This design comes from an exercise in tuning for a short achievable clock period and few clock cycles on the open sky130 flow, not from production work. The RTL was checked by simulation tests, not by an equivalence proof against the original design.

<file path="flow/constraint.sdc">
create_clock -name core_clock -period 10.0 [get_ports {clk}]
set_input_delay 2.0000 -clock core_clock [delete_from_list [all_inputs] [get_ports {clk}]]
set_output_delay 2.0000 -clock core_clock [all_outputs]
set_load 0.01 [all_outputs]
</file>
<file path="flow/run.sh">
#!/bin/bash
# synth_recipe.tcl (not shown) runs the flow's synth.tcl, then flattens the netlist and writes it again
# the make line also repeats each setting of config.mk as NAME=value (left out here)
make -C /OpenROAD-flow-scripts/flow DESIGN_CONFIG=/design/flow/config.mk WORK_HOME=/design/flow/orfs CLKGATE_MAP_FILE= SYNTH_SCRIPT=/design/flow/synth_recipe.tcl finish
</file>
<file path="flow/design.v">
package phaseCpuPkg;
  typedef logic [9-1:0] word_t;      
  typedef logic [24-1:0] instr_t;    
  typedef logic signed [7:0] pc_t;             
  typedef logic [2:0] regAddr_t;               
  typedef logic [3:0] dataAddr_t;              
  typedef logic [6-1:0] phase_t;    
  typedef enum logic [3:0] {
    NOP  = 4'h0,
    LD   = 4'h1,    
    ADD  = 4'h2,
    SUB  = 4'h3,
    INC  = 4'h4,
    DEC  = 4'h5,
    COP  = 4'h6,    
    MUL  = 4'h7,
    AND  = 4'h8,
    XOR  = 4'h9,
    JUMP = 4'hA,    
    JZ   = 4'hB,    
    JG   = 4'hC,
    JL   = 4'hD
  } opcode_t;
  typedef struct packed {
    logic z;    
    logic l;    
    logic g;    
  } flags_t;
endpackage
`timescale 1ns/1ps
module phaseCpu (
  input  logic              clk,
  input  logic              rst,
  input  logic              run,
  input  logic              progWrite,
  input  logic [4:0]        progAddr,
  input  logic [23:0]       progData,
  input  logic [8:0]        portIn,
  output logic [8:0]        portOut,
  output logic              portWrite
);
  logic [3:0] inOp;
  logic       inJmpAny;
  logic [7:0] inAlu;     
  logic [3:0] inJ;       
  logic       inWb, inRd;
  logic [4:0] inTgt;
  assign inOp     = progData[23:20];
  assign inJmpAny = (inOp == 4'hA) || (inOp == 4'hB) || (inOp == 4'hC) || (inOp == 4'hD);
  always_comb
  begin
    for (int k = 0; k < 8; k++)
      inAlu[k] = (inOp == 4'(k + 2));
    inJ[0] = (inOp == 4'hA);
    inJ[1] = (inOp == 4'hB);
    inJ[2] = (inOp == 4'hC);
    inJ[3] = (inOp == 4'hD);
  end
  assign inWb  = inJmpAny ? 1'b0 : progData[6];
  assign inRd  = inJmpAny ? 1'b1 : progData[5];
  assign inTgt = progAddr + progData[16:12];
  logic [7:0] pmAlu [32];
  logic [3:0] pmJ   [32];
  logic [2:0] pmW   [32];
  logic [2:0] pmR   [32];
  logic [3:0] pmD   [32];
  logic       pmDw  [32];
  logic       pmWb  [32];
  logic       pmRd  [32];
  logic [4:0] pmTgt [32];
  always_ff @(posedge clk)
  begin
    if (progWrite && !run)
    begin
      pmAlu[progAddr] <= inAlu;
      pmJ[progAddr]   <= inJ;
      pmW[progAddr]   <= progData[18:16];
      pmR[progAddr]   <= progData[14:12];
      pmD[progAddr]   <= progData[11:8];
      pmDw[progAddr]  <= progData[15];
      pmWb[progAddr]  <= inWb;
      pmRd[progAddr]  <= inRd;
      pmTgt[progAddr] <= inTgt;
    end
  end
  logic       started;        
  logic [7:0] eAlu;
  logic [3:0] eJ;
  logic [2:0] eW;
  logic [3:0] eD;
  logic       eDw, eWb, eRd;
  logic [4:0] eTgt;
  logic [4:0] eFall;          
  logic [8:0] opA, opB;       
  logic [8:0] memVal;         
  logic [8:0] regs [8];
  logic [8:0] mem  [15];
  logic [8:0] res, dw;
  logic       fz, fl, fg;
  logic [8:0] portInQ;
  logic       eIsAlu;
  logic [8:0] aluRes;
  logic [8:0] resNew, dwNew, wbVal;
  logic       eMemSt, ePortSt, ePortRd;
  logic       taken;
  assign eIsAlu  = |eAlu;
  assign eMemSt  = !eRd && (eD != 4'hF);
  assign ePortSt = !eRd && (eD == 4'hF);
  assign ePortRd = eRd && (eD == 4'hF);
  always_comb
  begin
    aluRes = '0;
    if (eAlu[0]) aluRes = aluRes | (opA + opB);
    if (eAlu[1]) aluRes = aluRes | (opA - opB);
    if (eAlu[2]) aluRes = aluRes | (opA + 9'd1);
    if (eAlu[3]) aluRes = aluRes | (opA - 9'd1);
    if (eAlu[4]) aluRes = aluRes | opB;
    if (eAlu[5]) aluRes = aluRes | 9'(opA * opB);
    if (eAlu[6]) aluRes = aluRes | (opA & opB);
    if (eAlu[7]) aluRes = aluRes | (opA ^ opB);
  end
  assign resNew = eIsAlu ? aluRes : res;
  assign dwNew  = eRd ? (ePortRd ? portInQ : memVal) : dw;
  assign wbVal  = eDw ? resNew : dwNew;
  assign taken = eJ[0] | (eJ[1] & fz) | (eJ[2] & fg) | (eJ[3] & fl);
  always_ff @(posedge clk)
  begin
    if (run)
    begin
      if (eIsAlu)
      begin
        res <= aluRes;
        fz  <= (aluRes == 9'd0);
        fl  <= $signed(opA) < $signed(opB);
        fg  <= $signed(opA) > $signed(opB);
      end
      if (eRd)
        dw <= ePortRd ? portInQ : memVal;
      if (eWb)
        regs[eW] <= wbVal;
      if (eMemSt)
        mem[eD] <= opB;
    end
  end
  always_ff @(posedge clk)
  begin
    portInQ <= portIn;    
    portOut <= opB;
  end
  always_ff @(posedge clk or posedge rst)
  begin
    if (rst)
    begin
      portWrite <= 1'b0;
      started   <= 1'b0;
    end
    else
    begin
      portWrite <= run && ePortSt;
      started   <= started || run;
    end
  end
  logic [4:0] nAddr;
  logic [7:0] nAlu;
  logic [3:0] nJ;
  logic [2:0] nW, nR;
  logic [3:0] nD;
  logic       nDw, nWb, nRd;
  logic [4:0] nTgt, nFall;
  logic [8:0] nA, nB, nM;
  logic       load0;
  assign nAddr = taken ? eTgt : eFall;
  assign nAlu  = pmAlu[nAddr];
  assign nJ    = pmJ[nAddr];
  assign nW    = pmW[nAddr];
  assign nR    = pmR[nAddr];
  assign nD    = pmD[nAddr];
  assign nDw   = pmDw[nAddr];
  assign nWb   = pmWb[nAddr];
  assign nRd   = pmRd[nAddr];
  assign nTgt  = pmTgt[nAddr];
  assign nFall = nAddr + 5'd1;
  assign nA = (eWb && eW == nW) ? wbVal : regs[nW];
  assign nB = (eWb && eW == nR) ? wbVal : regs[nR];
  assign nM = (eMemSt && eD == nD) ? opB : ((nD == 4'hF) ? 9'd0 : mem[nD]);
  assign load0 = progWrite && (progAddr == 5'd0);
  always_ff @(posedge clk)
  begin
    if (run)
    begin
      eAlu   <= nAlu;
      eJ     <= nJ;
      eW     <= nW;
      eD     <= nD;
      eDw    <= nDw;
      eWb    <= nWb;
      eRd    <= nRd;
      eTgt   <= nTgt;
      eFall  <= nFall;
      opA    <= nA;
      opB    <= nB;
      memVal <= nM;
    end
    else if (!started)
    begin
      eAlu   <= load0 ? inAlu : pmAlu[0];
      eJ     <= load0 ? inJ : pmJ[0];
      eW     <= load0 ? progData[18:16] : pmW[0];
      eD     <= load0 ? progData[11:8] : pmD[0];
      eDw    <= load0 ? progData[15] : pmDw[0];
      eWb    <= load0 ? inWb : pmWb[0];
      eRd    <= load0 ? inRd : pmRd[0];
      eTgt   <= load0 ? inTgt : pmTgt[0];
      eFall  <= 5'd1;
    end
  end
endmodule
</file>
<file path="flow/config.mk">
export PLATFORM = sky130hd
export DESIGN_NAME = phaseCpu
export DESIGN_NICKNAME = phaseCpu
export VERILOG_FILES = /design/flow/design.v
export SDC_FILE = /design/flow/constraint.sdc
export NUM_CORES = 4
export LEC_CHECK = 0
export CAP_MARGIN = 20
export CORE_MARGIN = 2
export CORE_UTILIZATION = 40
export SLEW_MARGIN = 20
</file>
==> impl_metrics.yaml <==
synthesis:
  synth-async-reset-ratio_pct: 0.158
  ys_seq_area_share_pct: 68.7
  synth_cell_types: 97
  synth_flop_cell: "edfxtp_1"
  synthesis.nets: 4443
  netlist_instances: 4338
  yosys_warnings: 1
  synth_edf_count: 1247
  syn_avg_cell_area_um2: 12.7
  syn_area_um2: 55100
  ys_ff_latch: 1267
die:
  core-area_um2: 137000
  initial_core_util_pct: 40.2
  ioPinCount: 52
  die-area_um2: 141000
  num_rows: 136
  die_w_um: 375
  die_height_um: 375
global_route:
  met1_usage_pct: 30.5
  grtUsageMet2_pct: 34.4
  grt_pass1_wl_um: 229000
  antenna_found_initial: 4
  use_met3_pct: 4.38
  grtUsageTotal_pct: 22.0
  grt-busiest-layer: "met2"
  grt_max_degree: 185
  grt_pass1_vias: 34500
  grt-ovfl-total: 0
sta:
  rsz0062_at_grt: "no"
  timing.setup.tns_ps: 0
  report.final.slew_viol_count: 0
  setup_viol: 0
  hold_viol: 0
  period_needed_ps: 6760
  maxSlewHeadroom_pct: 18.0
  worstMarginPinSlew_ps: 1230
  fmax_ghz: 0.148
  skew_ps: 31.6
  post-route-period-util_pct: 67.6
  holdWs_ps: 550
  finalWorstSetupSlack_ps: 3240
setup_path:
  path_class: "reg2reg"
  path_cells: "a21oi_4, buf_4, and3_1, nor2_4, buf_4, inv_6, buf_4, nand2_1, nand3_1, nand2_1, a2111o_2, nand2_1, xor2_1, or4_1, mux2_1"
  cp_max_fo: 77
  slowest_stage: "or4_1"
  critPathLaunchType: "register"
  cp.required_ps: 10500
  slowest_delay_ps: 800
  worstSetupEndpointType: "register"
  cp_data_arrival_time_ps: 7260
placement:
  place_congestion: 0.853
  post-dp-hpwl_um: 88400
  pre_cts_slack_ps: 3320
  dp_cells: 6022
  io_buffers: 44
  place_area_um2: 57900
power_and_ir_drop:
  power_frac_comb_pct: 39.4
  vdd_drop_max_v: 0.000526
  switching_share_pct: 38.0
  p_int_mw: 11.8
  power_density_nw_per_um2: 305
  clkPwrFrac_pct: 26.0
  sequentialPowerShare_pct: 34.6
  netSwitchingPower_mw: 7.22
  p_leak_nw: 21.5
  p_total_mw: 19.0
cts:
  ctsResizeCount: 0
  post_cts_buffers: 0
  cts_made_buffers: 135
  clkTransAtPathRegs_ps: 60
  htreeDepth: 4
  cts_hold_buf: 0
  ctsRootBufferMaster: "clkbuf_16"
  cts_sinks: 1267
  cts_tree: "yes"
  clk_latency_ps: 790
  clock_path_buffers: 3
finish:
  drive_gt1_share_pct: 9.50
  finalNonFillerCells: 6270
  fin_util_pct: 45.4
  final_common_cell: "edfxtp_1"
  syn_to_final_growth_pct: 13.0
  final_cell_mix: "edfxtp_1, nand2_1, nand3_1"
  fillerInstances: 12200
  design_area_um2: 62200
  nNetsFinal: 4472
flow_run:
  cap_viol_max_count: 0
routing:
  postRouteAntennaNets: 0
  drc_errors: 0
  wire_per_inst_um: 25.0
  num_vias: 36200
  viasPerCell: 5.77
  routed_wl_um: 157000
  dr.pass1.iters: 6
  drtIter0Drc: 4237
run_status:
  status: "finished clean"
hold_path:
  hp-class: "reg2reg"
[cell type report]
cell class | instances | area [um2] | share of cell area, %
clock inverters | 67 | 688 | 1.11
inverters | 105 | 412 | 0.661
multi-input cells | 2698 | 16100 | 25.8
diodes | 1 | 2.50 | 0.00402
clock buffers | 178 | 3630 | 5.83
well taps | 1794 | 2240 | 3.61
flip-flops and latches | 1267 | 37900 | 60.8
repair buffers | 160 | 1350 | 2.17
[cells in the mapped netlist (all sizes together), types with 10 or more instances]
| library cell | count | area (um2) |
|---|---|---|
| ha | 42 | 526 |
| nor3b | 12 | 100 |
| dfxtp | 18 | 360 |
| mux2 | 31 | 368 |
| o221ai | 11 | 103 |
| nor3 | 115 | 592 |
| nor4 | 10 | 68.8 |
| inv | 102 | 388 |
| o211a | 21 | 210 |
| o21ai | 128 | 641 |
| nand3 | 308 | 1540 |
| nand2b | 58 | 363 |
| a311oi | 23 | 201 |
| xor2 | 15 | 131 |
| mux2i | 163 | 1630 |
| xnor2 | 37 | 324 |
| a31oi | 39 | 250 |
| nor2 | 128 | 514 |
| edfxtp | 1247 | 37400 |
| a21o | 13 | 97.6 |
| nand4 | 10 | 68.8 |
| nand2 | 935 | 3510 |
| o22ai | 26 | 163 |
| a21oi | 231 | 1170 |
| a22oi | 99 | 757 |
| clkbuf | 162 | 609 |
| a211oi | 56 | 425 |
| a2111oi | 23 | 233 |
| and3 | 17 | 111 |
| fa | 21 | 420 |
| buf | 106 | 603 |
| a221oi | 18 | 195 |
[power groups by stage]
stage / clock network, mW / registers (mW) / logic, mW
detailed placement: 0 / 6.69 / 7.36
global placement: 0 / 6.68 / 7.30
finish: 4.94 / 6.57 / 7.49
CTS: 5.00 / 6.58 / 7.42
global route: 5.21 / 6.59 / 8.20
floorplan: 0 / 6.55 / 5.25
[sequential cells by signal, summed over array words and instances (netlist names), 32 cells and up]
name,cells
pmD,128
pmWb,32
pmDw,32
pmRd,32
pmW,96
mem,135
pmAlu,256
regs,72
pmTgt,160
pmJ,128
pmR,96
[kinds of logic after synthesis]
family | share of synthesized area [%]
adders and majority gates | 1.72
buffers and inverters | 2.92
AOI/OAI and AO/OA | 9.28
and+or+nand+nor | 12.9
muxes | 3.63
DFF | 68.7
xor gates and xnor gates | 0.827
[path summary, 6_finish.rpt]
kind | start | slack [ps] | end | cells after the start
worst max-delay path | fg | 3240 | opA[4] | 15
worst min-delay path | res[6] | 550 | res[6] | 1
worst max register to register | fg | 3240 | opA[4] | 15
worst min register to register | res[6] | 550 | res[6] | 1
max in group asynchronous | rst | 8530 | started | 2
min in group asynchronous | rst | 1360 | portWrite | 2
[routing by layer]
layer / vias to the layer above / wire length [um]
met5: - / 25
met4: 4 / 5110
met3: 300 / 13600
met2: 1634 / 71900
met1: 18100 / 65900
li1: 16200 / -
[worst max-delay path: cells and delay by family, from the launching register on]
| kind | cells | cell delay (ps) |
|---|---|---|
| xor+xnor | 1 | 120 |
| buf+inv | 4 | 2050 |
| flops | 1 | 500 |
| simple gates | 7 | 2180 |
| compound gates | 2 | 1030 |
| mux | 1 | 440 |
Testbench counts, summed over its fixed seeds: cycles 42,002.

## afterwards: timing with drivers on the ports
No port has a modelled driver above. Below, the same layout with a new extraction and two added sets of constraints. Step 1 (the two cells are an assumption about what drives the block):
set clk [get_ports {clk}]
set_driving_cell -lib_cell sky130_fd_sc_hd__clkbuf_16 $clk
set_driving_cell -lib_cell sky130_fd_sc_hd__buf_2 [delete_from_list [all_inputs] $clk]
Step 2, shift: input delay + t, output delay - t, t = (earliest + latest rising clock arrival at the registers) / 2. This alone moves slack from input paths to output paths. a / b / c = ideal ports / drivers / drivers and shift; a / b = the first two.
t (ns): 0.847
setup WS [ns]: 3.244 / 3.244 / 3.244
slew at the worst register clock pin (ns): 0.06 / 0.06
After both steps setup and hold are still met in this run. For this run, drivers alone change the setup slack by 0.000 ns; drivers and shift together by 0.000 ns.
